Context: an optimization exercise on an open-source flow, tuned for a short achievable clock period and few clock cycles per item. The choices shown serve that exercise and are no tape-out recipe.
The RTL was checked by simulation tests, not by an equivalence proof against the original design.
Power figures rest on the tool's default switching activity, not on a simulated workload.

===== flow/run.sh =====
#!/bin/bash
# Own flow: the standard layout (standard.sh, unchanged synthesis and
# steps) with a larger setup repair margin, so that repair_timing keeps
# working on paths well inside the 10 ns clock. The SDC is the design's.
set -euo pipefail
bash standard.sh SETUP_SLACK_MARGIN=6.6 finish > flow_standard.log 2>&1

===== standard.sh =====
#!/bin/bash
# synth_recipe.tcl (not shown) runs the flow's synth.tcl, then flattens the netlist and writes it again
# the make line also repeats each setting of config.mk as NAME=value (left out here)
make -C /OpenROAD-flow-scripts/flow DESIGN_CONFIG=/design/flow/config.mk WORK_HOME=/design/flow/orfs CLKGATE_MAP_FILE= SYNTH_SCRIPT=/design/flow/synth_recipe.tcl "${@:-finish}"

===== config.mk =====
export PLATFORM = sky130hd
export DESIGN_NAME = disparity_to_point_cloud
export DESIGN_NICKNAME = disparity_to_point_cloud
export VERILOG_FILES = /design/flow/design.v
export SDC_FILE = /design/flow/constraint.sdc
export NUM_CORES = 4
export LEC_CHECK = 0
export CAP_MARGIN = 20
export CORE_MARGIN = 2
export CORE_UTILIZATION = 55
export SLEW_MARGIN = 20

===== constraint.sdc =====
create_clock -name core_clock -period 10.0 [get_ports {i_clk}]
set_input_delay 2.0000 -clock core_clock [delete_from_list [all_inputs] [get_ports {i_clk}]]
set_output_delay 2.0000 -clock core_clock [all_outputs]
set_load 0.01 [all_outputs]

===== design.v =====
package dpc_pkg;
    localparam int FRAC_SHIFT = 8;
    localparam int SUBPIX     = 16;
    localparam int STEP_MAX   = 16;
    localparam logic [24:0] COUNT_MAX = 25'd16777216;
    localparam int JQ_DEPTH = 4;
    localparam int JOB_W = 66;
    localparam int PAY_W = 26;
    localparam logic [2:0] REG_FRAME_WIDTH   = 3'd0;
    localparam logic [2:0] REG_SAMPLING_STEP = 3'd1;
    localparam logic [2:0] REG_MIN_DISPARITY = 3'd2;
    localparam logic [2:0] REG_BASELINE_MM   = 3'd3;
    localparam logic [2:0] REG_FOCAL_PX      = 3'd4;
    localparam logic [2:0] REG_CENTER_X      = 3'd5;
    localparam logic [2:0] REG_CENTER_Y      = 3'd6;
    localparam logic [2:0] REG_COLOR_ENABLE  = 3'd7;
endpackage
module dpc_front (
    input  logic        i_clk,
    input  logic        i_rst_n,
    input  logic        i_take,
    input  logic [40:0] i_pix,
    input  logic [11:0] i_wm1,         
    input  logic [3:0]  i_sm1,         
    input  logic [15:0] i_min_disparity,
    input  logic        i_color_enable,
    output logic        o_job_v,       
    output logic        o_kept,
    output logic [65:0] o_job
);
    logic        r_v;
    logic [40:0] r_pix;
    logic [11:0] r_col, r_row;
    logic [3:0]  r_cph, r_rph;
    logic        kept, eof;
    always_ff @(posedge i_clk) begin
        if (!i_rst_n) r_v <= 1'b0;
        else          r_v <= i_take;
        r_pix <= i_pix;
    end
    assign eof     = r_pix[0];
    assign kept    = (r_cph == 4'd0) && (r_rph == 4'd0) && (r_pix[40:25] >= i_min_disparity);
    assign o_job_v = r_v && (kept || eof);
    assign o_kept  = kept;
    assign o_job   = {r_pix[40:25], r_col, r_row,
                      kept, (kept && i_color_enable) ? r_pix[24:1] : 24'd0, eof};
    always_ff @(posedge i_clk) begin
        if (!i_rst_n) begin
            r_col <= '0; r_row <= '0; r_cph <= '0; r_rph <= '0;
        end else if (r_v) begin
            if (eof) begin
                r_col <= '0; r_row <= '0; r_cph <= '0; r_rph <= '0;
            end else if (r_col >= i_wm1) begin
                r_col <= '0; r_cph <= '0;
                r_row <= r_row + 12'd1;
                if (r_row == 12'hFFF || r_rph >= i_sm1) r_rph <= '0;
                else r_rph <= r_rph + 4'd1;
            end else begin
                r_col <= r_col + 12'd1;
                r_cph <= (r_cph >= i_sm1) ? 4'd0 : r_cph + 4'd1;
            end
        end
    end
endmodule
module dpc_fifo #(
    parameter int W     = 91,
    parameter int DEPTH = 4,
    parameter int CW    = 3
) (
    input  logic          i_clk,
    input  logic          i_rst_n,
    input  logic          i_push,
    input  logic [W-1:0]  i_data,
    input  logic          i_pop,
    output logic [CW-1:0] o_count,
    output logic          o_empty,
    output logic [W-1:0]  o_head
);
    wire  [(DEPTH+1)*W-1:0] mem;      
    logic [CW-1:0]          r_cnt;
    assign mem[DEPTH*W +: W] = '0;
    assign o_count = r_cnt;
    assign o_empty = (r_cnt == '0);
    assign o_head  = mem[0 +: W];
    for (genvar e = 0; e < DEPTH; e++) begin : g_ent
        logic [W-1:0] q;
        always_ff @(posedge i_clk) begin
            if (i_pop) begin
                if (i_push && r_cnt == CW'(e + 1)) q <= i_data;
                else                               q <= mem[(e + 1)*W +: W];
            end else if (i_push && r_cnt == CW'(e)) begin
                q <= i_data;
            end
        end
        assign mem[e*W +: W] = q;
    end
    always_ff @(posedge i_clk) begin
        if (!i_rst_n) r_cnt <= '0;
        else          r_cnt <= r_cnt + CW'(i_push) - CW'(i_pop);
    end
endmodule
module dpc_back (
    input  logic          i_clk,
    input  logic          i_rst_n,
    input  logic          i_empty,
    input  logic [65:0]   i_job,
    output logic          o_pop,
    input  logic          i_byp,       
    output logic          o_idle,      
    input  logic [15:0]   i_baseline_mm,
    input  logic [15:0]   i_focal_px,
    input  logic [15:0]   i_center_x,
    input  logic [15:0]   i_center_y,
    output logic          o_valid,
    input  logic          i_ready,
    output logic [146:0]  o_pt
);
    localparam int NS = 8;      
    localparam int PW = 26;     
    function automatic logic [63:0] mul_sc(input logic [15:0] a, input logic [319:0] tb);
        logic [31:0] x0, x1, x2, x3, s1, c1, s2, c2;
        x0 = {12'd0, tb[a[3:0]*20 +: 20]};
        x1 = {8'd0, tb[a[7:4]*20 +: 20], 4'd0};
        x2 = {4'd0, tb[a[11:8]*20 +: 20], 8'd0};
        x3 = {tb[a[15:12]*20 +: 20], 12'd0};
        s1 = x0 ^ x1 ^ x2;
        c1 = {((x0[30:0] & x1[30:0]) | (x0[30:0] & x2[30:0]) | (x1[30:0] & x2[30:0])), 1'b0};
        s2 = s1 ^ c1 ^ x3;
        c2 = {((s1[30:0] & c1[30:0]) | (s1[30:0] & x3[30:0]) | (c1[30:0] & x3[30:0])), 1'b0};
        mul_sc = {s2, c2};
    endfunction
    function automatic logic [47:0] r4(input logic [15:0] r, input logic [31:0] nq,
                                       input logic [15:0] d, input logic [17:0] d3);
        logic [17:0] rn;
        logic [18:0] t1, t2, t3;
        rn = {r, nq[31:30]};
        t1 = {1'b0, rn} - {3'b0, d};
        t2 = {1'b0, rn} - {2'b0, d, 1'b0};
        t3 = {1'b0, rn} - {1'b0, d3};
        if (!t3[18])      r4 = {t3[15:0], nq[29:0], 2'd3};
        else if (!t2[18]) r4 = {t2[15:0], nq[29:0], 2'd2};
        else if (!t1[18]) r4 = {t1[15:0], nq[29:0], 2'd1};
        else              r4 = {rn[15:0], nq[29:0], 2'd0};
    endfunction
    function automatic logic [143:0] r4x3(input logic [143:0] s, input logic [15:0] d,
                                          input logic [17:0] d3);
        logic [47:0] a, b, c;
        a = r4(s[143:128], s[95:64], d, d3);
        b = r4(s[127:112], s[63:32], d, d3);
        c = r4(s[111:96],  s[31:0],  d, d3);
        r4x3 = {a[47:32], b[47:32], c[47:32], a[31:0], b[31:0], c[31:0]};
    endfunction
    function automatic logic [31:0] fin(input logic [2:0] f, input logic [31:0] q);
        if (f[2])      fin = 32'd0;
        else if (f[1]) fin = f[0] ? 32'h80000000 : 32'h7FFFFFFF;
        else           fin = (q ^ {32{f[0]}}) + {31'd0, f[0]};
    endfunction
    function automatic logic [2:0] flags(input logic kept, input logic [31:0] m,
                                         input logic [15:0] d, input logic neg);
        flags = {!kept || m == 32'd0, {7'b0, m[31:23]} >= d, neg};
    endfunction
    logic run, ph;
    logic [17:0]  r_b3;
    wire  [319:0] r_tb;          
    logic [63:0]  r_bfsc;
    logic [31:0]  r_bf;
    function automatic logic [19:0] bsel(input logic [1:0] k, input logic [15:0] b,
                                         input logic [17:0] b3);
        case (k)
            2'd0:    bsel = 20'd0;
            2'd1:    bsel = {4'd0, b};
            2'd2:    bsel = {3'd0, b, 1'b0};
            default: bsel = {2'd0, b3};
        endcase
    endfunction
    assign r_tb[0 +: 20] = 20'd0;
    for (genvar k = 1; k < 16; k++) begin : g_tb
        logic [19:0] q;
        always_ff @(posedge i_clk)
            q <= 20'({bsel(2'(k >> 2), i_baseline_mm, r_b3), 2'b0} + {2'b0, bsel(2'(k), i_baseline_mm, r_b3)});
        assign r_tb[k*20 +: 20] = q;
    end
    always_ff @(posedge i_clk) begin
        r_b3   <= {2'b0, i_baseline_mm} + {1'b0, i_baseline_mm, 1'b0};
        r_bfsc <= mul_sc(i_focal_px, r_tb);
        r_bf   <= r_bfsc[63:32] + r_bfsc[31:0];
    end
    logic [15:0]   jd;
    logic [11:0]   jcol, jrow;
    logic [16:0]   dxp, dxn, dyp, dyn;
    assign {jd, jcol, jrow} = i_job[65:26];
    assign o_pop = run && !ph && !i_empty;
    assign dxp = {1'b0, jcol, 4'b0} - {1'b0, i_center_x};
    assign dxn = {1'b0, i_center_x} - {1'b0, jcol, 4'b0};
    assign dyp = {1'b0, jrow, 4'b0} - {1'b0, i_center_y};
    assign dyn = {1'b0, i_center_y} - {1'b0, jrow, 4'b0};
    logic          a_v, a_nx, a_ny;
    logic [15:0]   a_d, a_ax, a_ay;
    logic [PW-1:0] a_pay;
    always_ff @(posedge i_clk) begin
        if (!i_rst_n) a_v <= 1'b0;
        else if (run) a_v <= o_pop;
        if (run) begin
            a_pay <= i_job[25:0]; a_d <= jd;
            a_nx <= dxn[16]; a_ax <= dxn[16] ? dxp[15:0] : dxn[15:0];
            a_ny <= dyn[16]; a_ay <= dyn[16] ? dyp[15:0] : dyn[15:0];
        end
    end
    logic          m1_v, m1_nx, m1_ny, m2_v, m2_nx, m2_ny;
    logic [15:0]   m1_d, m2_d;
    logic [17:0]   m1_d3, m2_d3;
    logic [PW-1:0] m1_pay, m2_pay;
    logic [63:0]   m1_px, m1_py;
    logic [31:0]   m2_mx, m2_my;
    always_ff @(posedge i_clk) begin
        if (!i_rst_n) begin
            m1_v <= 1'b0; m2_v <= 1'b0;
        end else if (run) begin
            m1_v <= a_v; m2_v <= m1_v;
        end
        if (run) begin
            m1_pay <= a_pay; m1_d <= a_d; m1_nx <= a_nx; m1_ny <= a_ny;
            m1_d3 <= {2'b0, a_d} + {1'b0, a_d, 1'b0};
            m1_px <= mul_sc(a_ax, r_tb);
            m1_py <= mul_sc(a_ay, r_tb);
            m2_pay <= m1_pay; m2_d <= m1_d; m2_d3 <= m1_d3; m2_nx <= m1_nx; m2_ny <= m1_ny;
            m2_mx <= m1_px[63:32] + m1_px[31:0];
            m2_my <= m1_py[63:32] + m1_py[31:0];
        end
    end
    wire [NS:0]           s_v;
    wire [(NS+1)*16-1:0]  s_d;
    wire [(NS+1)*18-1:0]  s_d3;
    wire [(NS+1)*9-1:0]   s_f;
    wire [(NS+1)*PW-1:0]  s_pay;
    wire [(NS+1)*144-1:0] s_st;      
    wire [(NS+1)*144-1:0] s_nx;      
    assign s_v[0]          = m2_v;
    assign s_d[0 +: 16]    = m2_d;
    assign s_d3[0 +: 18]   = m2_d3;
    assign s_pay[0 +: PW]  = m2_pay;
    assign s_f[0 +: 9]     = {flags(m2_pay[25], m2_mx, m2_d, m2_nx),
                              flags(m2_pay[25], m2_my, m2_d, m2_ny),
                              flags(m2_pay[25], r_bf, m2_d, 1'b1)};
    assign s_st[0 +: 144]  = {8'b0, m2_mx[31:24], 8'b0, m2_my[31:24], 8'b0, r_bf[31:24],
                              m2_mx[23:0], 8'b0, m2_my[23:0], 8'b0, r_bf[23:0], 8'b0};
    for (genvar k = 0; k <= NS; k++) begin : g_unit
        assign s_nx[k*144 +: 144] = r4x3(s_st[k*144 +: 144], s_d[k*16 +: 16],
                                         s_d3[k*18 +: 18]);
    end
    for (genvar k = 0; k < NS; k++) begin : g_div
        logic          v_q;
        logic [15:0]   d_q;
        logic [17:0]   d3_q;
        logic [8:0]    f_q;
        logic [PW-1:0] pay_q;
        logic [143:0]  st_q;
        always_ff @(posedge i_clk) begin
            if (!i_rst_n)       v_q <= 1'b0;
            else if (run && ph) v_q <= s_v[k];
            if (run && ph) begin
                d_q <= s_d[k*16 +: 16]; d3_q <= s_d3[k*18 +: 18];
                f_q <= s_f[k*9 +: 9];   pay_q <= s_pay[k*PW +: PW];
            end
            if (run) st_q <= ph ? s_nx[k*144 +: 144] : s_nx[(k+1)*144 +: 144];
        end
        assign s_v[k+1]              = v_q;
        assign s_d[(k+1)*16 +: 16]   = d_q;
        assign s_d3[(k+1)*18 +: 18]  = d3_q;
        assign s_f[(k+1)*9 +: 9]     = f_q;
        assign s_pay[(k+1)*PW +: PW] = pay_q;
        assign s_st[(k+1)*144 +: 144] = st_q;
    end
    logic [8:0]    f_last;
    logic [143:0]  st_last;
    logic [PW-1:0] pay_last;
    logic [146:0]  item, r_skid;
    logic [24:0]   r_pcnt, cnt_inc;
    logic          push, pv, fd, busy, head_free, r_sv, ov_n, sv_n;
    assign f_last   = s_f[NS*9 +: 9];
    assign st_last  = s_st[NS*144 +: 144];
    assign pay_last = s_pay[NS*PW +: PW];
    assign busy     = a_v || m1_v || m2_v || (s_v[NS:1] != '0);
    assign o_idle   = run && !busy;
    assign pv       = !i_byp && pay_last[25];
    assign fd       = i_byp || pay_last[0];
    assign cnt_inc  = (pv && !r_pcnt[24]) ? r_pcnt + 25'd1 : r_pcnt;
    assign item = i_byp ? {121'd0, 1'b1, cnt_inc} :
                  {pv, fin(f_last[8:6], st_last[95:64]), fin(f_last[5:3], st_last[63:32]),
                   fin(f_last[2:0], st_last[31:0]), pay_last[24:0],
                   fd ? cnt_inc : 25'd0};
    assign push      = (run && ph && s_v[NS]) || i_byp;
    assign head_free = !o_valid || i_ready;
    always_comb begin
        if (head_free) begin
            ov_n = r_sv || push;
            sv_n = r_sv && push;
        end else begin
            ov_n = 1'b1;
            sv_n = r_sv || push;
        end
    end
    always_ff @(posedge i_clk) begin
        if (!i_rst_n) begin
            o_valid <= 1'b0; r_sv <= 1'b0; run <= 1'b1; ph <= 1'b0; r_pcnt <= '0;
        end else begin
            o_valid <= ov_n;
            r_sv    <= sv_n;
            run     <= !(ov_n && sv_n);
            if (run) ph <= !ph;
            if (push) r_pcnt <= fd ? 25'd0 : cnt_inc;
        end
        if (head_free) o_pt <= r_sv ? r_skid : item;
        if (push && (r_sv || !head_free)) r_skid <= item;
    end
endmodule
module disparity_to_point_cloud #(
    parameter int MAX_WIDTH  = 4096,
    parameter int MAX_HEIGHT = 4096
) (
    input  logic                i_clk,
    input  logic                i_rst_n,
    input  logic                i_valid,
    output logic                o_ready,
    input  logic [40:0]         i_pix,
    output logic                o_valid,
    input  logic                i_ready,
    output logic [146:0]        o_pt,
    input  logic                i_cfg_valid,
    output logic                o_cfg_ready,
    input  logic [2:0]          i_cfg_index,
    input  logic [15:0]         i_cfg_data
);
    localparam int JD = dpc_pkg::JQ_DEPTH;
    localparam int JW = dpc_pkg::JOB_W;
    logic [12:0] r_width;
    logic [4:0]  r_step;
    logic [15:0] r_mind, r_base, r_focal, r_cx, r_cy;
    logic        r_cen;
    logic [11:0] r_wm1;
    logic [3:0]  r_sm1;
    logic        take, job_v, kept, byp, idle, push, pop, empty;
    logic [2:0]  used;
    logic [JW-1:0] job_f, job_b;
    assign o_cfg_ready = 1'b1;
    always_ff @(posedge i_clk) begin
        if (!i_rst_n) begin
            r_width <= 13'd640; r_step <= 5'd4; r_mind <= 16'd160;
            r_base <= 16'd120; r_focal <= 16'd8000; r_cx <= 16'd5120;
            r_cy <= 16'd3840; r_cen <= 1'b1;
        end else if (i_cfg_valid) begin
            case (i_cfg_index)
                dpc_pkg::REG_FRAME_WIDTH:   r_width <= i_cfg_data[12:0];
                dpc_pkg::REG_SAMPLING_STEP: r_step  <= i_cfg_data[4:0];
                dpc_pkg::REG_MIN_DISPARITY: r_mind  <= i_cfg_data;
                dpc_pkg::REG_BASELINE_MM:   r_base  <= i_cfg_data;
                dpc_pkg::REG_FOCAL_PX:      r_focal <= i_cfg_data;
                dpc_pkg::REG_CENTER_X:      r_cx    <= i_cfg_data;
                dpc_pkg::REG_CENTER_Y:      r_cy    <= i_cfg_data;
                default:                    r_cen   <= i_cfg_data[0];
            endcase
        end
    end
    always_ff @(posedge i_clk) begin
        r_wm1 <= (r_width == 13'd0) ? 12'd0 :
                 (r_width > 13'(MAX_WIDTH)) ? 12'(MAX_WIDTH - 1) : 12'(r_width - 13'd1);
        r_sm1 <= (r_step == 5'd0) ? 4'd0 :
                 (r_step > 5'd16) ? 4'd15 : 4'(r_step - 5'd1);
    end
    assign take = i_valid && o_ready && i_rst_n;
    always_ff @(posedge i_clk) begin
        if (!i_rst_n) o_ready <= 1'b1;
        else o_ready <= (4'(used) + 4'(push) - 4'(pop) + 4'(take) + 4'd1) <= 4'(JD);
    end
    dpc_front u_front (
        .i_clk, .i_rst_n, .i_take(take), .i_pix,
        .i_wm1(r_wm1), .i_sm1(r_sm1), .i_min_disparity(r_mind),
        .i_color_enable(r_cen), .o_job_v(job_v), .o_kept(kept), .o_job(job_f)
    );
    assign byp  = job_v && !kept && idle && empty;
    assign push = job_v && !byp;
    dpc_fifo #(.W(JW), .DEPTH(JD), .CW(3)) u_fifo (
        .i_clk, .i_rst_n, .i_push(push), .i_data(job_f), .i_pop(pop),
        .o_count(used), .o_empty(empty), .o_head(job_b)
    );
    dpc_back u_back (
        .i_clk, .i_rst_n, .i_empty(empty), .i_job(job_b), .o_pop(pop),
        .i_byp(byp), .o_idle(idle),
        .i_baseline_mm(r_base), .i_focal_px(r_focal),
        .i_center_x(r_cx), .i_center_y(r_cy),
        .o_valid, .i_ready, .o_pt
    );
endmodule

==> results of run 1 <==
## metrics by stage
step	TNS (ns)	instance area [µm²]	setup slack, ns	cells
2_1_floorplan	-5785.92	219000	-4.45	20300
3_3_place_gp	0	226000	5.10	24900
3_5_place_dp	0	226000	5.09	24900
4_1_cts	0	257000	6.26	26600
5_1_grt	0	267000	6.20	27200
6_report	0	268000	6.24	27200
## flip-flops by register name, summed over array words and instances (netlist names), 64 cells and up
register	cells
u_back.g_div.pay_q	208
u_back.r_skid	147
u_back.g_div.d_q	120
u_back.g_div.st_q	1152
u_back.o_pt	147
u_fifo.g_ent.q	264
u_back.g_div.d3_q	144
u_back.g_tb.q	157
u_back.g_div.f_q	64
## cells in the final DEF, fill, tap and decap left out, drive strengths merged, types with 98 or more instances in the layout
cell,count
nor2b,362
a22o,177
o211ai,201
nand2b,261
or3,160
o21a,362
mux2,1064
dfxtp,691
o31ai,195
clkbuf,478
nand2,1322
a21oi,1356
mux4,747
a21o,285
ha,1618
a211oi,203
nor2,1295
mux2i,649
clkinv,138
buf,1917
nor3,391
a21boi,178
edfxtp,2420
xor2,364
inv,835
clkinvlp,98
fa,173
nand3,268
o21ai,1110
xnor2,742
a31oi,170
o22ai,126
and2,104
## cell families after synthesis
group                    after synthesis  synth area share, %
AO/OA/AOI/OAI                       5232                 15.6
XOR/XNOR                            1106                 4.43
adder cells (fa/ha/maj)             1794                 10.9
buffers and inverters               2027                 3.50
flip-flops                          3111                 39.5
multiplexers                        2460                 16.1
other                                  1              0.00171
AND/OR/NAND/NOR                     4590                 9.91
## worst max-delay path by stage
stage,start,end,slack (ns),cells after the start
after floorplan,u_back.run,u_back.r_skid[0],-4.45,8
after global placement,u_back.g_div[4].d3_q[0],u_back.g_div[4].st_q[121],5.10,12
after detailed placement,u_back.run,u_back.g_div[7].st_q[111],5.09,4
after CTS,u_back.g_div[3].d3_q[5],u_back.g_div[3].st_q[115],6.26,11
after global routing,u_back.g_div[0].d_q[2],u_back.g_div[1].st_q[122],6.20,16
final,u_back.g_div[5].d_q[2],u_back.g_div[6].st_q[143],6.24,15
## power by group through the flow
stage | Combinational [mW] | Sequential (mW) | Clock [mW]
floorplan | 32.7 | 21.5 | 0
global placement | 44.9 | 24.2 | 0
detailed placement | 45.3 | 24.2 | 0
CTS | 57.1 | 24.0 | 13.5
global route | 68.7 | 24.4 | 14.0
finish | 65.1 | 24.2 | 13.3
## final cells by class
type	count	area [µm²]
Fill cell	30000	128000
Clock buffer	443	9510
Multi-Input combinational cell	15200	138000
Clock inverter	209	2320
Antenna cell	27	67.6
Tap cell	5242	6560
Timing Repair Buffer	2036	21200
Sequential cell	3111	86600
Inverter	896	3790
## per-layer routing
layer	global-route usage, %	share of wire, %	vias to the layer above
met5	0.290	0.021	-
met3	7.73	8.8	2891
li1	-	-	80000
met2	58.0	44	9342
met4	30.4	10	20
met1	46.6	37	87300
## timing repair
item,4_1_cts,5_1_grt
gates cloned,90,47
resized for setup,3074,1177
setup endpoints to repair,3120,1745
setup buffers,960,454
pin swaps,564,654
## critical path, cell delays in order, from the launching register on
cell      delay, ns
edfxtp_1       0.49
inv_4          0.12
buf_6          0.12
buf_6          0.09
ha_4           0.19
nor2b_4        0.13
o31a_1         0.28
o221a_2        0.26
o31a_1         0.37
buf_4          0.17
o31a_1         0.27
nand2b_1       0.15
o2111a_1       0.12
o211ai_1       0.16
o211ai_1       0.25
mux2_2         0.33
==> key figures, run 1 <==
Route
  • Pre-antenna DRT Iters: 11
  • WL/cell: between 20 and 30 µm
  • Post-DRT Antenna Nets: 0
  • Vias/cell: between 6 and 7
  • Final wirelength: between 800000 and 900000 µm
  • DRC viols: 0
  • Via count: about 180k
  • Iter 0 DRT Violations: a little under 20000

Clocking
  • Maximum root-to-sink buffer count: 4
  • Skew-Pair Late Insertion Delay: a little over 1 ns
  • Num CTS Buffers: ~350
  • Clk slew on worst S/H paths: around 0.06 ns
  • H-Tree Depth: 5
  • Root buf cell: clkbuf_16
  • Clock sink count: about 3100
  • CTS tree: built
  • Cts hold-fix bufs: 0

Synthesis
  • #FFs+latches synth: 3111
  • Most common cell in the synthesized netlist: edfxtp_1
  • Syn_nets: between 20000 and 25000
  • EDFF count, synth: 2420
  • Synth area leader: edfxtp_1
  • Top cells by count, synth: 2420 x edfxtp_1, 1618 x ha_1, 1355 x a21oi_1
  • Syn Area/Cell: between 10 and 15 µm²
  • Synthesized instance count: around 20000
  • Share of the synthesized area in the top cell type: between 30% and 40%
  • Yosys warns: 4
  • Ranking of synthesized cells by area: edfxtp_1 33%, ha_1 9.3%, mux4_2 7.7%
  • Sequential area share after synthesis: between 30 and 40%
  • Main synth FF type: edfxtp_1
  • Mapped cell area: approximately 220000 µm²
  • Yosys cell types: approximately 110
  • Synth async-reset ratio: 0%

Floorplan
  • Core area: 396000 µm²
  • Initial core utilization: 55.2%
  • Die ar.: around 400000 µm²
  • Ports: 215
  • Die Span Y: about 630 µm
  • Std cell rows: between 200 and 250
  • Die X: 635 µm

Global route
  • Number of global-route vias before repair: around 170k
  • Initial antenna violation count: 36
  • Pin count of the biggest net entering global routing: between 150 and 200
  • First-pass GRT wire length: about 1100000 µm
  • Grt ovf: 0
  • Total track usage: 37.9%

Layout
  • Nets: roughly 23000
  • Share of cells above drive strength 1: about 29%
  • P&R area growth vs syn: 22.3%
  • Final Util: 67.6%

Critical path
  • Reg2reg path depth: 15
  • Reg-to-Reg End: u_back.g_div[6].st_q[143]
  • WP data required: about 11 ns
  • R2r setup slk: around 6.2 ns
  • CP startpoint kind: flip-flop
  • Crit-path max FO: 3
  • Critical Path End Type: flip-flop
  • Crit Path Class: reg -> reg
  • Arrival @ worst endpoint: approximately 4.5 ns
  • RR Startpoint: u_back.g_div[5].d_q[2]

Power
  • Cell Pwr Density: 384 nW/µm²
  • Tot Pwr: 103 mW
  • Clock network power share: 13.0%
  • Net Switching: between 40 and 50 mW
  • Max rail drop VDD: 0.000243 V
  • Cell Int Power: approximately 57 mW
  • Net Sw Frac: around 45%
  • Sequential share of power: 23.6%
  • Logic pwr share: a little under two thirds
  • Lkg Pwr: roughly 110 nW

STA
  • Fmax: 266 MHz
  • Fin. max-slew vios: 0
  • Fin crit share: a little under two fifths
  • Skew final: between 0.09 and 0.1 ns
  • Final setup vio count: 0
  • Worst rel slew slack: around 17%
  • RSZ-0062 raised after global routing: yes
  • Final min period: 3.76 ns
  • Worst-Margin Slew: 1.24 ns
  • Final Hold Viols: 0
  • WHS: between 0.3 and 0.4 ns

Place
  • Post-DP HPWL: ~530000 µm
  • # port buffers: 213
  • Final weighted congestion in routability-driven placement: 1.00

Outcome
  • Outcome: finished clean

Min path
  • Hold crit path type: reg -> reg
  • Hold EP: u_back.r_bf[4]
  • Worst hold start: u_back.r_bfsc[36]
  • Hold depth: 0

Job
  • Max-cap violation count: 0
Testbench counts, summed over its fixed seeds: cycles 9,894, items 1,972.
==> inputs of run 2 (changes only) <==
--- a/design.v
+++ b/design.v
@@ -275,5 +275,5 @@
     logic [143:0]  st_last;
     logic [PW-1:0] pay_last;
-    logic [146:0]  item, r_skid;
+    logic [146:0]  item, r_skid, r_head;
     logic [24:0]   r_pcnt, cnt_inc;
     logic          push, pv, fd, busy, head_free, r_sv, ov_n, sv_n;
@@ -311,5 +311,6 @@
             if (push) r_pcnt <= fd ? 25'd0 : cnt_inc;
         end
-        if (head_free) o_pt <= r_sv ? r_skid : item;
+        o_pt   <= head_free ? (r_sv ? r_skid : item) : r_head;
+        r_head <= head_free ? (r_sv ? r_skid : item) : o_pt;
         if (push && (r_sv || !head_free)) r_skid <= item;
     end
==> run 2 against run 1 <==
Against the previous run:
- register-to-register slack worse by 0.04 ns
- final cell count is 1.8% higher
- sequential power grew 2%
- sequential share of layout area grew 0.22 points
- synthesized cell count grew 2.2%
- via count is 0.57% higher
- critical path type unchanged
- critical endpoint is now u_back.g_div[2].st_q[102]
- largest power group unchanged
- highest routed layer unchanged
==> key figures, run 2 <==
Layout
  • Post-route cell area: 271000 µm² (+1.4%)
  • Top Registers: u_back.g_div.st_q (1152), u_fifo.g_ent.q (264), u_back.g_div.pay_q (208)
  • # fillers: 30700 (+2.2%)
  • Nets: 23900 (+1.9%)
  • P&R area growth vs syn: 22.4% (about the same)
  • Commonest non-fill, non-tap cell in the layout: edfxtp_1
  • Layout Cells excl Fill: 27700 (+1.8%)
  • Multi-input logic area: 138000 µm² (+0.56%)
  • Register area: 88400 µm² (+2.1%)
  • Share of cells above drive strength 1: 28.3% (-0.66 points)
  • Largest reg by FF count: u_back.g_div.st_q
  • Max FFs per register: 1152 (unchanged)
  • Most frequent cells in the layout: 2273 x edfxtp_1, 1473 x ha_1, 1402 x nor2_1

Power
  • Max rail drop VDD: 0.000230 V (-5.3%)
  • Logic pwr share: 62.7% (-0.7 points)
  • Sequential share of power: 24.1% (+0.5 points)
  • Net Switching: 45.2 mW (-1.5%)
  • Cell Int Power: 57.6 mW (+1.6%)
  • Lkg Pwr: 107 nW (+2.0%)
  • Net Sw Frac: 44.0% (-0.76 points)
  • Tot Pwr: 103 mW (+0.20%)
  • Clock network power share: 13.2% (+0.2 points)
  • Cell Pwr Density: 379 nW/µm² (-1.2%)

Critical path
  • Worst-path cell chain: inv_4 > ha_4 > fa_2 > nor2b_2 > o31a_1 > o41a_1 > o2bb2ai_2 > o41a_1 > nand4_1 > a32oi_4 > buf_12 > buf_16 > buf_12 > buf_4 > a21oi_4 > mux2i_1
  • WP data required: 10.66 ns (-0.03 ns)
  • Critical path's largest stage delay: 0.49 ns (about the same)
  • Slowest cell on the critical path: edfxtp_1
  • CP startpoint kind: flip-flop
  • RR Startpoint: u_back.g_div[2].st_q[30]
  • Reg2reg path depth: 16 (+1)
  • R2r setup slk: 6.20 ns (-0.04 ns)
  • Delay-heaviest family, CP: compound AO/OA/AOI/OAI gates
  • Critical Path End Type: flip-flop
  • Reg-to-Reg End: u_back.g_div[2].st_q[102]
  • Crit-path max FO: 8 (+5)
  • Arrival @ worst endpoint: 4.47 ns (+0.02 ns)
  • Crit Path Class: reg -> reg
  • CP bufs+invs: 5 (+1)

Clocking
  • Root buf cell: clkbuf_16
  • Num CTS Buffers: 360 (+2.6%)
  • CTS tree: built
  • Clk slew on worst S/H paths: 0.06 ns (about the same)
  • Cts hold-fix bufs: 0 (unchanged)
  • H-Tree Depth: 5 (unchanged)
  • Clock sink count: 3258 (+4.7%)
  • Maximum root-to-sink buffer count: 4 (unchanged)
  • Skew-Pair Late Insertion Delay: 0.99 ns (-0.03 ns)

Floorplan
  • Core area: 402000 µm² (+1.5%)
  • Ports: 215 (unchanged)
  • Initial core utilization: 55.1% (-0.11 points)
  • Die X: 639 µm (+0.65%)
  • Die Span Y: 639 µm (+0.65%)
  • Std cell rows: 233 (+0.87%)
  • Die ar.: 408000 µm² (+1.3%)

Route
  • Iter 0 DRT Violations: 19300 (-1.4%)
  • WL/cell: 29.1 µm (-1.5%)
  • Final wirelength: 806000 µm (+0.32%)
  • Pre-antenna DRT Iters: 8 (-3)
  • Via count: 181000 (+0.57%)
  • Post-DRT Antenna Nets: 0 (unchanged)
  • DRC viols: 0 (unchanged)
  • Vias/cell: 6.53 (-1.2%)

Synthesis
  • Mapped cell area: 222000 µm² (+1.3%)
  • Share of the synthesized area in the top cell type: 30.8% (-2.4 points)
  • #FFs+latches synth: 3258 (+4.7%)
  • Yosys warns: 4 (unchanged)
  • EDFF count, synth: 2273 (-6.1%)
  • Syn Area/Cell: 10.7 µm² (-0.89%)
  • Ranking of synthesized cells by area: edfxtp_1 31%, ha_1 9.1%, dfxtp_1 8.9%
  • Synthesized instance count: 20800 (+2.2%)
  • Sequential area share after synthesis: 39.7% (+0.15 points)
  • Yosys cell types: 123 (+11%)
  • Main synth FF type: edfxtp_1
  • Synth area leader: edfxtp_1
  • Synth async-reset ratio: 0% (unchanged)
  • Most common cell in the synthesized netlist: edfxtp_1
  • Syn_nets: 22600 (+2.0%)
  • Top cells by count, synth: 2273 x edfxtp_1, 1618 x ha_1, 1505 x nor2_1

STA
  • Worst-Margin Slew: 1.23 ns (-0.0113 ns)
  • RSZ-0062 raised after global routing: yes
  • Final min period: 3.80 ns (+0.0445 ns)
  • Skew final: 0.0727 ns (-0.0182 ns)
  • Worst rel slew slack: 18.1% (+0.75 points)
  • Fin. max-slew vios: 0 (unchanged)
  • WHS: 0.328 ns (+0.00266 ns)
  • Final setup vio count: 0 (unchanged)
  • Fin crit share: 38.0% (+0.44 points)
  • Fmax: 263 MHz (-1.2%)
  • Setup ws final: 6.20 ns (-0.0445 ns)
  • Final Hold Viols: 0 (unchanged)

Place
  • Post-DP HPWL: 545000 µm (+2.4%)
  • Final weighted congestion in routability-driven placement: 0.981 (-2.1%)
  • # port buffers: 213 (unchanged)
  • Post-DP Area: 229000 µm² (+1.2%)
  • Post-placement worst setup slack: 4.75 ns (-0.346 ns)
  • Placed cells: 25400 (+1.9%)

Outcome
  • Outcome: finished clean

Global route
  • Number of global-route vias before repair: 170000 (+0.57%)
  • Initial antenna violation count: 30 (-17%)
  • First-pass GRT wire length: 1140000 µm (+0.85%)
  • Total track usage: 37.5% (-0.41 points)
  • Pin count of the biggest net entering global routing: 211 (+23%)
  • Grt ovf: 0 (unchanged)

Min path
  • Worst hold start: u_back.r_bfsc[35]
  • Hold EP: u_back.r_bf[3]
  • Hold crit path type: reg -> reg
  • Hold depth: 0 (unchanged)

Job
  • Max-cap violation count: 0 (unchanged)
## run 2: cell count changes after synthesis, sizes merged, moves of 57 or more
cell	before	now
edfxtp	2420	2273
buf	142	199
a21boi	178	77
o31ai	193	113
dfxtp	691	985
mux2	1064	944
nor2	1294	1508
o21ai	1109	1018
o21a	358	513
a21oi	1355	1483
## run 2: logic make-up (layout without fill, tap and decap cells)
kind of cell | Yosys count | count (layout) | synth area share, %
xor gates and xnor gates | 1118 | 1118 | 4.42
other | 1 | 12 | 0.00169
DFF | 3258 | 3258 | 39.7
and+or+nand+nor | 4881 | 4890 | 10.4
buffers and inverters | 2039 | 3599 | 3.52
adders and majority gates | 1792 | 1792 | 10.7
muxes | 2390 | 2390 | 15.5
AOI/OAI and AO/OA | 5296 | 5318 | 15.7
## run 2: routing by layer
layer  wire (µm)  share of wire [%]  GRT usage (%)
met1      302000                 37           46.1
met2      362000                 45           58.8
met3       64300                8.0           6.42
met4       78000                9.7           29.0
met5         181              0.022              0
## run 2: through the flow
step	utilization (%)	TNS, ns
6_report	67.5	0
5_1_grt	67.5	0
4_1_cts	65.0	0
3_5_place_dp	56.9	0
3_3_place_gp	56.9	0
2_1_floorplan	-	-6217.21
## run 2: what timing repair did
item	in CTS	in global routing
buffers inserted	942	475
pin swaps	564	691
setup endpoints to repair	2287	1580
gates resized for setup	3298	1164
cloned	99	40
## run 2: worst register-to-register path, cell delays in order, from the launching register on
cell       delay, ns
edfxtp_1        0.49
inv_4           0.16
ha_4            0.17
fa_2            0.23
nor2b_2         0.06
o31a_1          0.28
o41a_1          0.38
o2bb2ai_2       0.17
o41a_1          0.36
nand4_1         0.18
a32oi_4         0.16
buf_12          0.19
buf_16          0.14
buf_12          0.14
buf_4           0.14
a21oi_4         0.18
mux2i_1         0.11
## run 2: layout make-up
class	count	share of cell area (%)
repair buffers	2037	8.25
multi-input cells	15500	51.0
clock inverters	207	0.802
diodes	11	0.0101
well taps	5287	2.44
repair inverters	2	0.00738
inverters	892	1.36
flip-flops and latches	3258	32.6
clock buffers	461	3.57
## run 2: worst max-delay path by stage
stage                                 to  slack [ns]  cells past startpoint                      from
6_report       u_back.g_div[2].st_q[102]        6.20                     16  u_back.g_div[2].st_q[30]
4_1_cts        u_back.g_div[6].st_q[141]        6.22                     14    u_back.g_div[5].d_q[1]
3_3_place_gp   u_back.g_div[4].st_q[110]        4.75                      5                u_back.run
5_1_grt        u_back.g_div[3].st_q[143]        6.13                     15    u_back.g_div[3].d_q[2]
3_5_place_dp    u_back.g_div[6].st_q[65]        4.75                      5                u_back.run
2_1_floorplan           u_back.r_skid[0]       -4.37                      8                u_back.run
## run 2: power groups by stage
| stage | Clock (mW) | Combinational, mW | Sequential, mW |
|---|---|---|---|
| after floorplan | 0 | 32.6 | 22.3 |
| after global routing | 14.2 | 68.2 | 25.1 |
| final | 13.5 | 64.5 | 24.8 |
| after CTS | 13.7 | 57.1 | 24.6 |
| after detailed placement | 0 | 45.1 | 24.9 |
| after global placement | 0 | 44.7 | 24.8 |
Testbench counts of run 2, summed over its fixed seeds: cycles 9,894, items 1,972.
==> inputs of run 3 (changes only) <==
--- a/config.mk
+++ b/config.mk
@@ -10,2 +10,3 @@
 export CORE_UTILIZATION = 55
 export SLEW_MARGIN = 20
+export TNS_END_PERCENT = 10
==> run 3 against run 2 <==
Against the previous run:
- sequential share of layout area up 1.3 points
- global-route usage decreased by 1.2 points
- setup slack got worse by 0.010 ns
- highest routed layer unchanged
- fmax is 0.27% lower
- utilization is 2.9 points lower
- power down 6.8%
- largest cell class unchanged
==> key figures, run 3 <==
Power
  • Net Sw Frac: 44.1% (+0.17 points)
  • Max rail drop VDD: 0.000228 V (-0.75%)
  • Cell Pwr Density: 369 nW/µm² (-2.6%)
  • Net Switching: 42.4 mW (-6.4%)
  • Cell Int Power: 53.6 mW (-7.0%)
  • Clock network power share: 14.1% (+0.9 points)
  • Tot Pwr: 95.9 mW (-6.8%)
  • Lkg Pwr: 103 nW (-3.8%)
  • Logic pwr share: 60.1% (-2.6 points)
  • Sequential share of power: 25.8% (+1.7 points)

Outcome
  • Outcome: finished clean

Critical path
  • R2r setup slk: 6.19 ns (about the same)
  • Reg-to-Reg End: u_back.g_div[3].st_q[102]
  • Arrival @ worst endpoint: 4.47 ns (about the same)
  • Crit-path max FO: 4 (-4)
  • Critical Path End Type: flip-flop
  • CP startpoint kind: flip-flop
  • Reg2reg path depth: 15 (-1)
  • WP data required: 10.66 ns (about the same)
  • Crit Path Class: reg -> reg
  • RR Startpoint: u_back.g_div[2].st_q[30]

Min path
  • Hold crit path type: reg -> reg
  • Worst hold start: u_back.r_bfsc[35]
  • Hold EP: u_back.r_bf[3]
  • Hold depth: 0 (unchanged)

Clocking
  • Maximum root-to-sink buffer count: 4 (unchanged)
  • Clk slew on worst S/H paths: 0.06 ns (about the same)
  • Skew-Pair Late Insertion Delay: 0.99 ns (about the same)
  • Clock sink count: 3258 (unchanged)
  • Num CTS Buffers: 360 (unchanged)
  • Root buf cell: clkbuf_16
  • H-Tree Depth: 5 (unchanged)
  • CTS tree: built

Place
  • Post-placement worst setup slack: 4.75 ns (unchanged)
  • Final weighted congestion in routability-driven placement: 0.981 (unchanged)
  • # port buffers: 213 (unchanged)
  • Post-DP HPWL: 545000 µm (unchanged)
  • Post-DP Area: 229000 µm² (unchanged)

Synthesis
  • Sequential area share after synthesis: 39.7% (unchanged)
  • Syn_nets: 22600 (unchanged)
  • Syn Area/Cell: 10.7 µm² (unchanged)
  • Share of the synthesized area in the top cell type: 30.8% (unchanged)
  • Yosys cell types: 123 (unchanged)
  • Synth async-reset ratio: 0% (unchanged)
  • Synthesized instance count: 20800 (unchanged)
  • Mapped cell area: 222000 µm² (unchanged)
  • Synth area leader: edfxtp_1
  • Ranking of synthesized cells by area: edfxtp_1 31%, ha_1 9.1%, dfxtp_1 8.9%
  • #FFs+latches synth: 3258 (unchanged)
  • EDFF count, synth: 2273 (unchanged)
  • Main synth FF type: edfxtp_1
  • Yosys warns: 4 (unchanged)
  • Most common cell in the synthesized netlist: edfxtp_1
  • Top cells by count, synth: 2273 x edfxtp_1, 1618 x ha_1, 1505 x nor2_1

STA
  • Setup ws final: 6.19 ns (-0.0104 ns)
  • Worst rel slew slack: 17.9% (-0.13 points)
  • TNS Setup: 0 ns (unchanged)
  • Skew final: 0.0762 ns (+0.00346 ns)
  • Final min period: 3.81 ns (+0.0104 ns)
  • Fin crit share: 38.1% (+0.10 points)
  • Fmax: 262 MHz (-0.27%)
  • Fin. max-slew vios: 0 (unchanged)
  • RSZ-0062 raised after global routing: yes
  • Final setup vio count: 0 (unchanged)
  • Final Hold Viols: 0 (unchanged)
  • Worst-Margin Slew: 1.23 ns (+0.00196 ns)

Route
  • Pre-antenna DRT Iters: 6 (-2)
  • Vias/cell: 6.48 (-0.75%)
  • Via count: 176000 (-2.5%)
  • Iter 0 DRT Violations: 18500 (-4.3%)
  • DRC viols: 0 (unchanged)
  • Final wirelength: 778000 µm (-3.5%)
  • Post-DRT Antenna Nets: 0 (unchanged)
  • WL/cell: 28.6 µm (-1.7%)

Layout
  • Largest reg by FF count: u_back.g_div.st_q
  • Nets: 23400 (-2.0%)
  • Commonest non-fill, non-tap cell in the layout: edfxtp_1
  • Most frequent cells in the layout: 2273 x edfxtp_1, 1519 x ha_1, 1449 x nor2_1
  • Post-route cell area: 260000 µm² (-4.2%)
  • P&R area growth vs syn: 17.2%
  • # fillers: 32200 (+5.0%)
  • Top Registers: u_back.g_div.st_q (1152), u_fifo.g_ent.q (264), u_back.g_div.pay_q (208)
  • Max FFs per register: 1152 (unchanged)
  • Final Util: 64.6% (-2.9 points)
  • Share of cells above drive strength 1: 22.9% (-5.4 points)

Floorplan
  • Initial core utilization: 55.1% (unchanged)
  • Core area: 402000 µm² (unchanged)
  • Die ar.: 408000 µm² (unchanged)
  • Ports: 215 (unchanged)
  • Die X: 639 µm (unchanged)
  • Std cell rows: 233 (unchanged)
  • Die Span Y: 639 µm (unchanged)

Global route
  • Initial antenna violation count: 28 (-6.7%)
  • Total track usage: 36.3% (-1.2 points)
  • Pin count of the biggest net entering global routing: 211 (unchanged)
  • Number of global-route vias before repair: 166000 (-2.3%)
  • Grt ovf: 0 (unchanged)
  • First-pass GRT wire length: 1110000 µm (-2.8%)

Job
  • Max-cap violation count: 0 (unchanged)
-- run 3: cell counts after synthesis --
Identical to the previous run, type by type.
-- run 3: through the flow --
step	hold slack, ns	cells
after global routing	0.340	27200
after detailed placement	0.313	25400
final	0.328	27200
after floorplan	0.310	20800
after CTS	0.329	26800
after global placement	0.313	25400
-- run 3: cell type report --
| cell class | instances | area, µm² | area share [%] |
|---|---|---|---|
| multi-input cells | 15500 | 134000 | 51.6 |
| flip-flops and latches | 3258 | 88100 | 33.9 |
| repair buffers | 1555 | 15600 | 6.00 |
| clock buffers | 461 | 9680 | 3.73 |
| well taps | 5287 | 6620 | 2.55 |
| inverters | 892 | 3660 | 1.41 |
| clock inverters | 207 | 2170 | 0.837 |
| diodes | 20 | 50.0 | 0.0193 |
-- run 3: worst max-delay path by stage --
| stage | from | to | slack, ns | cells past startpoint |
|---|---|---|---|---|
| CTS | u_back.g_div[5].d_q[1] | u_back.g_div[6].st_q[141] | 6.22 | 14 |
| floorplan | u_back.run | u_back.r_skid[0] | -4.37 | 8 |
| global route | u_back.g_div[2].st_q[30] | u_back.g_div[3].st_q[102] | 6.14 | 15 |
| global placement | u_back.run | u_back.g_div[4].st_q[110] | 4.75 | 5 |
| finish | u_back.g_div[2].st_q[30] | u_back.g_div[3].st_q[102] | 6.19 | 15 |
| detailed placement | u_back.run | u_back.g_div[6].st_q[65] | 4.75 | 5 |
-- run 3: repair_timing --
item,CTS,global route
pin swaps,330,275
setup buffers,660,310
resized for setup,1627,740
gates cloned,53,45
setup endpoints to repair,2287,2006
hold buffers,0,0
-- run 3: routing by layer --
| layer | up-vias | share of wire (%) | routed length [µm] | track usage [%] |
|---|---|---|---|---|
| li1 | 80200 | - | - | - |
| met1 | 85700 | 38 | 296000 | 45.2 |
| met2 | 8003 | 45 | 353000 | 57.8 |
| met3 | 2169 | 7.6 | 59000 | 5.57 |
| met4 | 14 | 9.0 | 70100 | 26.0 |
| met5 | - | 0.014 | 106 | 0 |
-- run 3: kinds of logic after synthesis --
group	synth area share, %
simple gates	10.4
mux	15.5
xor+xnor	4.42
fa+ha+maj	10.7
buf+inv	3.52
compound gates	15.7
flops	39.7
other cells	0.00169
-- run 3: power groups by stage --
stage          registers (mW)  logic [mW]  clock network (mW)
2_1_floorplan            22.3        32.6                   0
3_3_place_gp             24.8        44.7                   0
3_5_place_dp             24.9        45.1                   0
4_1_cts                  24.6        53.0                13.7
5_1_grt                  25.0        61.5                14.2
6_report                 24.7        57.7                13.5
-- run 3: worst max-delay path: stages (launching register included) --
cell	delay (ns)
edfxtp_1	0.48
inv_4	0.16
ha_4	0.18
fa_2	0.23
nor2b_2	0.06
o31a_1	0.28
o41a_1	0.37
o2bb2ai_2	0.16
o41a_1	0.37
nand4_1	0.19
a32oi_4	0.20
clkbuf_16	0.21
buf_4	0.16
buf_4	0.14
a21oi_2	0.23
mux2i_1	0.10
==> inputs of run 4 (changes only) <==
--- a/flow/run.sh
+++ b/flow/run.sh
@@ -4,3 +4,3 @@
 # working on paths well inside the 10 ns clock. The SDC is the design's.
 set -euo pipefail
-bash standard.sh SETUP_SLACK_MARGIN=6.6 finish > flow_standard.log 2>&1
+bash standard.sh SETUP_SLACK_MARGIN=6.35 finish > flow_standard.log 2>&1
--- a/config.mk
+++ b/config.mk
@@ -10,3 +10,2 @@
 export CORE_UTILIZATION = 55
 export SLEW_MARGIN = 20
-export TNS_END_PERCENT = 10
==> run 4 against run 3 <==
Against the previous run:
- still clean
- area after synthesis did not move
- combinational power about the same
- global-route usage decreased by 0.20 points
- sequential share of layout area increased by 0.11 points
- first-iteration DRC count shrank 3.1%
- final cell count is 0.49% lower
- utilization is 0.15 points lower
- fmax fell by 0.80%
- synthesized cell count did not move
- setup slack got worse by 0.031 ns
- routed wire length fell by 1.1%
- largest cell class unchanged
==> key figures, run 4 <==
Synthesis
  • #FFs+latches synth: 3258 (unchanged)
  • Yosys warns: 4 (unchanged)
  • Sequential area share after synthesis: 39.7% (unchanged)
  • Synth area leader: edfxtp_1
  • Share of the synthesized area in the top cell type: 30.8% (unchanged)
  • Yosys cell types: 123 (unchanged)
  • Main synth FF type: edfxtp_1
  • Syn_nets: 22600 (unchanged)
  • EDFF count, synth: 2273 (unchanged)
  • Mapped cell area: 222000 µm² (unchanged)
  • Top cells by count, synth: 2273 x edfxtp_1, 1618 x ha_1, 1505 x nor2_1
  • Synthesized instance count: 20800 (unchanged)
  • Most common cell in the synthesized netlist: edfxtp_1
  • Ranking of synthesized cells by area: edfxtp_1 31%, ha_1 9.1%, dfxtp_1 8.9%
  • Syn Area/Cell: 10.7 µm² (unchanged)
  • Synth async-reset ratio: 0% (unchanged)

Clocking
  • Clk slew on worst S/H paths: 0.06 ns (about the same)
  • H-Tree Depth: 5 (unchanged)
  • CTS tree: built
  • Maximum root-to-sink buffer count: 4 (unchanged)
  • Clock sink count: 3258 (unchanged)
  • Skew-Pair Late Insertion Delay: 0.99 ns (about the same)
  • Root buf cell: clkbuf_16
  • Num CTS Buffers: 360 (unchanged)
  • Cts hold-fix bufs: 0 (unchanged)

Route
  • Pre-antenna DRT Iters: 9 (+3)
  • WL/cell: 28.5 µm (-0.59%)
  • Final wirelength: 770000 µm (-1.1%)
  • DRC viols: 0 (unchanged)
  • Via count: 175000 (-0.42%)
  • Iter 0 DRT Violations: 17900 (-3.1%)
  • Post-DRT Antenna Nets: 0 (unchanged)
  • Vias/cell: 6.48 (about the same)

STA
  • Worst rel slew slack: 20.1% (+2.1 points)
  • Fin crit share: 38.4% (+0.31 points)
  • Fin. max-slew vios: 0 (unchanged)
  • Worst-Margin Slew: 1.20 ns (-0.0322 ns)
  • Final Hold Viols: 0 (unchanged)
  • Fmax: 260 MHz (-0.80%)
  • Skew final: 0.0745 ns (-0.00172 ns)
  • WHS: 0.328 ns (+0.00000100 ns)
  • Final setup vio count: 0 (unchanged)
  • Final min period: 3.84 ns (+0.0306 ns)
  • RSZ-0062 raised after global routing: yes
  • Setup ws final: 6.16 ns (-0.0306 ns)

Layout
  • Layout Cells excl Fill: 27000 (-0.49%)
  • Commonest non-fill, non-tap cell in the layout: edfxtp_1
  • Max FFs per register: 1152 (unchanged)
  • P&R area growth vs syn: 16.9%
  • Most frequent cells in the layout: 2273 x edfxtp_1, 1517 x ha_1, 1450 x nor2_1
  • Post-route cell area: 259000 µm² (-0.23%)
  • Share of cells above drive strength 1: 23.1% (+0.17 points)
  • Nets: 23300 (-0.54%)
  • Largest reg by FF count: u_back.g_div.st_q
  • Top Registers: u_back.g_div.st_q (1152), u_fifo.g_ent.q (264), u_back.g_div.pay_q (208)

Critical path
  • Crit Path Class: reg -> reg
  • Crit-path max FO: 8 (+4)
  • Arrival @ worst endpoint: 4.54 ns (+0.07 ns)
  • WP data required: 10.69 ns (+0.03 ns)
  • CP startpoint kind: flip-flop
  • Critical Path End Type: flip-flop

Floorplan
  • Initial core utilization: 55.1% (unchanged)
  • Die Span Y: 639 µm (unchanged)
  • Ports: 215 (unchanged)
  • Die ar.: 408000 µm² (unchanged)
  • Core area: 402000 µm² (unchanged)
  • Std cell rows: 233 (unchanged)
  • Die X: 639 µm (unchanged)

Place
  • Final weighted congestion in routability-driven placement: 0.981 (unchanged)
  • Post-placement worst setup slack: 4.75 ns (unchanged)
  • Post-DP Area: 229000 µm² (unchanged)
  • Placed cells: 25400 (unchanged)
  • Post-DP HPWL: 545000 µm (unchanged)
  • # port buffers: 213 (unchanged)

Global route
  • Number of global-route vias before repair: 165000 (-0.77%)
  • Pin count of the biggest net entering global routing: 211 (unchanged)
  • Total track usage: 36.1% (-0.20 points)
  • Initial antenna violation count: 31 (+11%)
  • First-pass GRT wire length: 1100000 µm (-0.58%)
  • Grt ovf: 0 (unchanged)

Outcome
  • Outcome: finished clean

Power
  • Cell Pwr Density: 369 nW/µm² (about the same)
  • Lkg Pwr: 103 nW (-0.73%)
  • Tot Pwr: 95.8 mW (-0.18%)
  • Max rail drop VDD: 0.000196 V (-14%)

Job
  • Max-cap violation count: 0 (unchanged)

Min path
  • Hold crit path type: reg -> reg
[run 4: path summary, 6_finish.rpt]
path / depth (start not counted) / slack (ns) / end / start
worst max-delay path: 15 / 6.16 / u_back.g_div[6].st_q[141] / u_back.g_div[5].d_q[2]
worst min-delay path: 0 / 0.33 / u_back.r_bf[3] / u_back.r_bfsc[35]
worst max register to register: 15 / 6.16 / u_back.g_div[6].st_q[141] / u_back.g_div[5].d_q[2]
worst min register to register: 0 / 0.33 / u_back.r_bf[3] / u_back.r_bfsc[35]
[run 4: kinds of logic after synthesis]
group	share of synthesized area, %
AO/OA/AOI/OAI	15.7
AND/OR/NAND/NOR	10.4
flip-flops	39.7
multiplexers	15.5
buffers and inverters	3.52
adder cells (fa/ha/maj)	10.7
XOR/XNOR	4.42
other	0.00169
[run 4: critical path, stage by stage, from the launching register on]
cell and delay, ns:
edfxtp_1 0.37, buf_12 0.15, clkinvlp_4 0.15, buf_12 0.17, ha_4 0.21, o21a_1 0.17
o31a_1 0.16, o31ai_4 0.25, a21oi_2 0.12, a221o_1 0.34, o31a_1 0.34, a41oi_4 0.35
buf_12 0.20, and2_4 0.18, a311oi_4 0.13, o221a_2 0.29
[run 4: power by group]
part / internal [mW] / total [mW] / switching [mW]
clock: 7.67 / 13.5 / 5.85
combinational: 25.4 / 57.5 / 32.1
sequential: 20.3 / 24.7 / 4.45
[run 4: final cells by class]
| cell class | instances | area (µm²) |
|---|---|---|
| clock buffer | 461 | 9680 |
| inverter | 892 | 3610 |
| sequential | 3258 | 88200 |
| fill | 32200 | 143000 |
| tap | 5287 | 6620 |
| timing repair buffer | 1428 | 14600 |
| multi-input combinational | 15500 | 134000 |
| antenna | 13 | 32.5 |
| clock inverter | 207 | 2170 |
[run 4: timing repair]
action / 4_1_cts / 5_1_grt
pin swaps: 235 / 418
buffers inserted: 519 / 347
setup endpoints to repair: 1696 / 1334
gates resized for setup: 1649 / 1011
gates cloned: 42 / 33
[run 4: stage by stage]
step	setup TNS, ns	util (%)
5_1_grt	0	64.5
3_5_place_dp	0	56.9
6_report	0	64.5
2_1_floorplan	-6217.21	-
4_1_cts	0	62.4
3_3_place_gp	0	56.9
[run 4: layer usage]
metal | wire [µm] | share of wire, % | global-route usage, %
met1 | 295000 | 38 | 45.0
met2 | 349000 | 45 | 57.2
met3 | 56700 | 7.4 | 5.64
met4 | 69500 | 9.0 | 26.1
met5 | 192 | 0.025 | 0

## afterwards: timing with drivers on the ports
The flow's constraints put no driver on any port. The routed layouts listed below were extracted and timed again, unchanged, in two steps.
Step 1 (the two cells are an assumption about what drives the block):
set clk [get_ports {i_clk}]
set_driving_cell -lib_cell sky130_fd_sc_hd__clkbuf_16 $clk
set_driving_cell -lib_cell sky130_fd_sc_hd__buf_2 [delete_from_list [all_inputs] $clk]
Step 2 times the ports against the registers' clock, not the clock port: input delays grow and output delays shrink by t, the midpoint of the rising clock arrivals with the driver on.
a / b / c = no drivers / after step 1 / after step 2; a / b = the first two.
run | shift t [ns] | slack for setup (ns) | latest minus earliest clock arrival (ns)
run 1 | 1.091 | 6.242 / 6.242 / 5.685 | 0.098 / 0.098
run 2 | 1.075 | 6.197 / 6.197 / 5.721 | 0.078 / 0.077
run 3 | 1.086 | 6.187 / 6.163 / 5.715 | 0.080 / 0.080
run 4 | 1.069 | 6.156 / 6.156 / 5.504 | 0.077 / 0.078
After both steps setup and hold are still met in every run listed. The setup slack of run 4, which loses most, moves by 0.000 ns with the drivers and by -0.652 ns with both steps.
